What follows belongs to an exercise in optimizing a design on an open flow for small area, a short achievable clock period and few clock cycles per item; a production flow would make more cautious choices. In this exercise RTL edits were held to simulation tests only and were not proved equivalent to the original. Power and IR drop assume default switching activity.

==> flow/design.v (excerpt) <==
module bidirectional_byte_stack_unit (
    input  logic       clk,
    input  logic       rst_n,
    input  logic       in_valid,
    output logic       in_stall,
    input  logic [2:0] command,
    input  logic       grow_down,
    input  logic [7:0] push_value,
    output logic       out_valid,
    input  logic       out_stall,
    output logic [7:0] read_value,
    output logic       zero_out,
    output logic       carry_out,
    output logic [7:0] pointer_out
);
Size in the first run: roughly 65000 µm² of cells after synthesis.
clock: 7.0 ns
lec_check: 0
cap_margin: 20
core_margin: 2
core_utilization: 50
cts_cluster_diameter: 100
cts_cluster_size: 30
setup_slack_margin: 4.6
slew_margin: 20
run.sh (not shown) runs the stock make flow with config.mk's settings and CLKGATE_MAP_FILE= SYNTH_SCRIPT=/design/flow/synth_recipe.tcl, a recipe that flattens the netlist after the stock synthesis.
Testbench counts at the start, summed over its fixed seeds: cycles 32,016, items 32,000.
Edit:
CORE_UTILIZATION = 55   (was 50)
CTS_CLUSTER_DIAMETER = 80   (was 100)
CTS_CLUSTER_SIZE = 24   (was 30)
SETUP_SLACK_MARGIN = 4.8   (was 4.6)
Effect: The changed run produced a clean layout. Via count barely changes. Worst setup slack improved by 0.036 ns. Die area came out lower by 9.0%. Final area stays flat. Final cell count came out lower by 2.7%. Maximum frequency came out higher by 1.4%. Clock-buffer cell count came out higher by 22. Global-route usage came out higher by 1.6 points. Non-clock buffer count came out lower by 7.

Another version of the RTL of bidirectional_byte_stack_unit (not shown whole).
Size: about 2,100 flip-flops, about 36 I/O pins, roughly 64,000 um2 of cells after synthesis.
Settings: LEC_CHECK=0, CAP_MARGIN=20, CORE_MARGIN=2, CORE_UTILIZATION=55, CTS_BUF_LIST=sky130_fd_sc_hd__clkbuf_8 sky130_fd_sc_hd__clkbuf_16, CTS_CLUSTER_DIAMETER=80, CTS_CLUSTER_SIZE=24, SETUP_SLACK_MARGIN=4.8, SLEW_MARGIN=20; clock period 7.0 ns.
The baseline ran to the end with no violations.
Testbench counts at the start, summed over its fixed seeds: cycles 32,016, items 32,000.
Rerun with:
CORE_UTILIZATION = 60   (was 55)
CTS_BUF_LIST = default   (was sky130_fd_sc_hd__clkbuf_8 sky130_fd_sc_hd__clkbuf_16)
CTS_CLUSTER_DIAMETER = 100   (was 80)
CTS_CLUSTER_SIZE = 30   (was 24)
HOLD_SLACK_MARGIN = 0.0   (was default)
PLACE_DENSITY = 0.68   (was default)
SETUP_SLACK_MARGIN = 4.7   (was 4.8)
Worst setup slack improved by 0.0095 ns.
Sequential power hardly moves.
Cell area went down by 1.5%.
Wire length went down by 0.95%.
Sequential cell count stays the same.
Count of clock-buffer cells in the layout went down by 15.
Rerun with:
CORE_UTILIZATION = 45   (was 60)
CTS_CLUSTER_DIAMETER = 70   (was 100)
CTS_CLUSTER_SIZE = 20   (was 30)
HOLD_SLACK_MARGIN = default   (was 0.0)
PLACE_DENSITY = default   (was 0.68)
SETUP_SLACK_MARGIN = 5.0   (was 4.7)
Non-clock buffer count goes up by 49; clock power goes up by about 25%; sequential power is about the same; total power goes up by about 5%; global-route usage goes down by 4.2 points; synthesized area is unchanged; final cell count goes up by about 9%; worst hold slack gets worse by 0.0074 ns; routed wire length goes up by about 6%; final area goes up by about 4%.

Starting RTL as in the previous note.
==> flow/design.v (excerpt) <==
module bidirectional_byte_stack_unit (
    input  logic       clk,
    input  logic       rst_n,
    input  logic       in_valid,
    output logic       in_stall,
    input  logic [2:0] command,
    input  logic       grow_down,
    input  logic [7:0] push_value,
    output logic       out_valid,
    input  logic       out_stall,
    output logic [7:0] read_value,
    output logic       zero_out,
    output logic       carry_out,
    output logic [7:0] pointer_out
);
==> flow/config.mk <==
export PLATFORM = sky130hd
export DESIGN_NAME = bidirectional_byte_stack_unit
export DESIGN_NICKNAME = bidirectional_byte_stack_unit
export VERILOG_FILES = /design/flow/design.v
export SDC_FILE = /design/flow/constraint.sdc
export NUM_CORES = 4
export LEC_CHECK = 0
export CAP_MARGIN = 20
export CORE_MARGIN = 2
export CORE_UTILIZATION = 55
export CTS_BUF_LIST = sky130_fd_sc_hd__clkbuf_8
export CTS_CLUSTER_DIAMETER = 60
export CTS_CLUSTER_SIZE = 16
export SETUP_SLACK_MARGIN = 4.8
export SLEW_MARGIN = 20
==> flow/constraint.sdc <==
create_clock -name core_clock -period 7.0 [get_ports {clk}]
set_input_delay 1.4000 -clock core_clock [delete_from_list [all_inputs] [get_ports {clk}]]
set_output_delay 1.4000 -clock core_clock [all_outputs]
set_load 0.01 [all_outputs]
The first run produced a clean layout.
Testbench counts at the start, summed over its fixed seeds: cycles 32,016, items 32,000.
Next try:
CTS_BUF_LIST = unset   (was sky130_fd_sc_hd__clkbuf_8)
CTS_CLUSTER_DIAMETER = 80   (was 60)
CTS_CLUSTER_SIZE = 24   (was 16)
After rerunning:
- sequential power stays flat
- synthesized area is unchanged
- design area barely changes
- non-clock buffer count falls by 3
- wire length falls by 2.5%
Next try:
SETUP_SLACK_MARGIN = 4.5   (was 4.8)
Outcome: First-iteration DRC count rose by 2.3%. Worst setup slack improved by 6.9 ps. Routed wire length came out higher by 0.72%. Worst hold slack barely changes. Power decreases by about 0.9%. Synthesized area does not change.
Next try:
HOLD_SLACK_MARGIN = 0.0   (was unset)
SETUP_SLACK_MARGIN = 4.3   (was 4.5)
Effect:
- The changed run finished clean
- sequential power stays flat
- utilization is lower by 0.27 points
- count of clock-buffer cells in the layout came out lower by 7
- sequential cell count stays the same
- power falls by 0.69%
- wire length shrinks by 0.43%
- non-clock buffer count went down by 5
- worst setup slack is worse by 44 ps
- cell count barely changes
- worst hold slack hardly moves

Setup of job 102:
bidirectional_byte_stack_unit again, from the RTL that the note above started with.
export LEC_CHECK = 0
export CAP_MARGIN = 5
export CORE_MARGIN = 2
export CORE_UTILIZATION = 55
export CTS_CLUSTER_DIAMETER = 100
export CTS_CLUSTER_SIZE = 30
export HOLD_SLACK_MARGIN = 0.0
export SETUP_SLACK_MARGIN = 4.65
export SLEW_MARGIN = 5
create_clock -name core_clock -period 7.0 [get_ports {clk}]
The final layout from job 102, which completed every stage, passed the timing, design-rule and antenna checks at the end of the flow.
Testbench counts of job 102, summed over its fixed seeds: cycles 32,016, items 32,000.
## Diff of input files: job 104 against job 102
# job 102
export LEC_CHECK = 0
export CAP_MARGIN = 5
export CORE_MARGIN = 2
export CORE_UTILIZATION = 55
export CTS_CLUSTER_DIAMETER = 100
export CTS_CLUSTER_SIZE = 30
export HOLD_SLACK_MARGIN = 0.0
export SETUP_SLACK_MARGIN = 4.65
export SLEW_MARGIN = 5
create_clock -name core_clock -period 7.0 [get_ports {clk}]
# job 104
export LEC_CHECK = 0
export CAP_MARGIN = 20
export CORE_MARGIN = 2
export CORE_UTILIZATION = 55
export CTS_CLUSTER_DIAMETER = 100
export CTS_CLUSTER_SIZE = 30
export HOLD_SLACK_MARGIN = 0.0
export SETUP_SLACK_MARGIN = 4.65
export SLEW_MARGIN = 20
create_clock -name core_clock -period 7.0 [get_ports {clk}]
### Flow results
Taking job 102 as the reference, in job 104 global routing usage on met3 has remained practically unchanged, area of the die was more or less identical.
Comparing job 104 against job 102, there is no change at all in synthesized area.
Comparing job 104 against job 102, there is no change at all in number of global-route vias before repair.
Comparing job 102 against job 104, there is no change at all in proportion of final cell area spent on non-clock buffers.
Leakage dissipation: job 102 vs job 104 identical
Count of fill cells added during filler insertion: job 104 vs job 102 identical
From job 102 to job 104, wire length of the first global-routing pass did not move at all.
Register-to-register slack across job 104 and job 102: no real change.
Between job 102 and job 104, the number of buffers inserted during clock tree synthesis does not differ in any meaningful way.

## separate check: timing with driven ports
In the flow no input, the clock included, has a driving cell. The finished layouts below were timed again as built, in two steps.
Step 1: set_driving_cell puts a clkbuf_16 on clk and a buf_2 on each other input, an assumption about the parent block.
Step 2 times the ports against the registers' clock, not the clock port: input delays grow and output delays shrink by t, the midpoint of the rising clock arrivals with the driver on.
a / b / c = no drivers / after step 1 / after step 2; a / b = the first two.
| run | t, ns | setup slack, ns | latest minus earliest clock arrival (ns) | slew at the worst register clock pin (ns) |
|---|---|---|---|---|
| the first run of note 1 | 0.737 | 4.362 / 4.294 / 3.974 | 0.032 / 0.032 | 0.12 / 0.12 |
| the second run of note 1 | 0.771 | 4.398 / 4.322 / 4.156 | 0.023 / 0.024 | 0.10 / 0.10 |
| the first run of note 2 | 0.764 | 4.371 / 4.299 / 3.944 | 0.026 / 0.025 | 0.10 / 0.10 |
| the second run of note 2 | 0.753 | 4.381 / 4.312 / 3.914 | 0.030 / 0.030 | 0.12 / 0.12 |
| the third run of note 2 | 0.802 | 4.320 / 4.249 / 4.020 | 0.036 / 0.036 | 0.09 / 0.09 |
| the first run of note 3 | 0.896 | 4.232 / 4.168 / 3.946 | 0.026 / 0.026 | 0.11 / 0.11 |
| the second run of note 3 | 0.763 | 4.374 / 4.301 / 3.944 | 0.026 / 0.026 | 0.10 / 0.10 |
| the third run of note 3 | 0.748 | 4.381 / 4.315 / 3.789 | 0.021 / 0.021 | 0.10 / 0.10 |
| the fourth run of note 3 | 0.758 | 4.336 / 4.261 / 3.749 | 0.019 / 0.019 | 0.10 / 0.10 |
| job 102 | 0.751 | 4.388 / 4.319 / 3.910 | 0.024 / 0.024 | 0.12 / 0.12 |
| job 104 | 0.751 | 4.388 / 4.319 / 3.910 | 0.024 / 0.024 | 0.12 / 0.12 |
After both steps setup and hold are still met in every run listed. The setup slack of the third run of note 3, which loses most, moves by -0.066 ns with the drivers and by -0.592 ns with both steps.
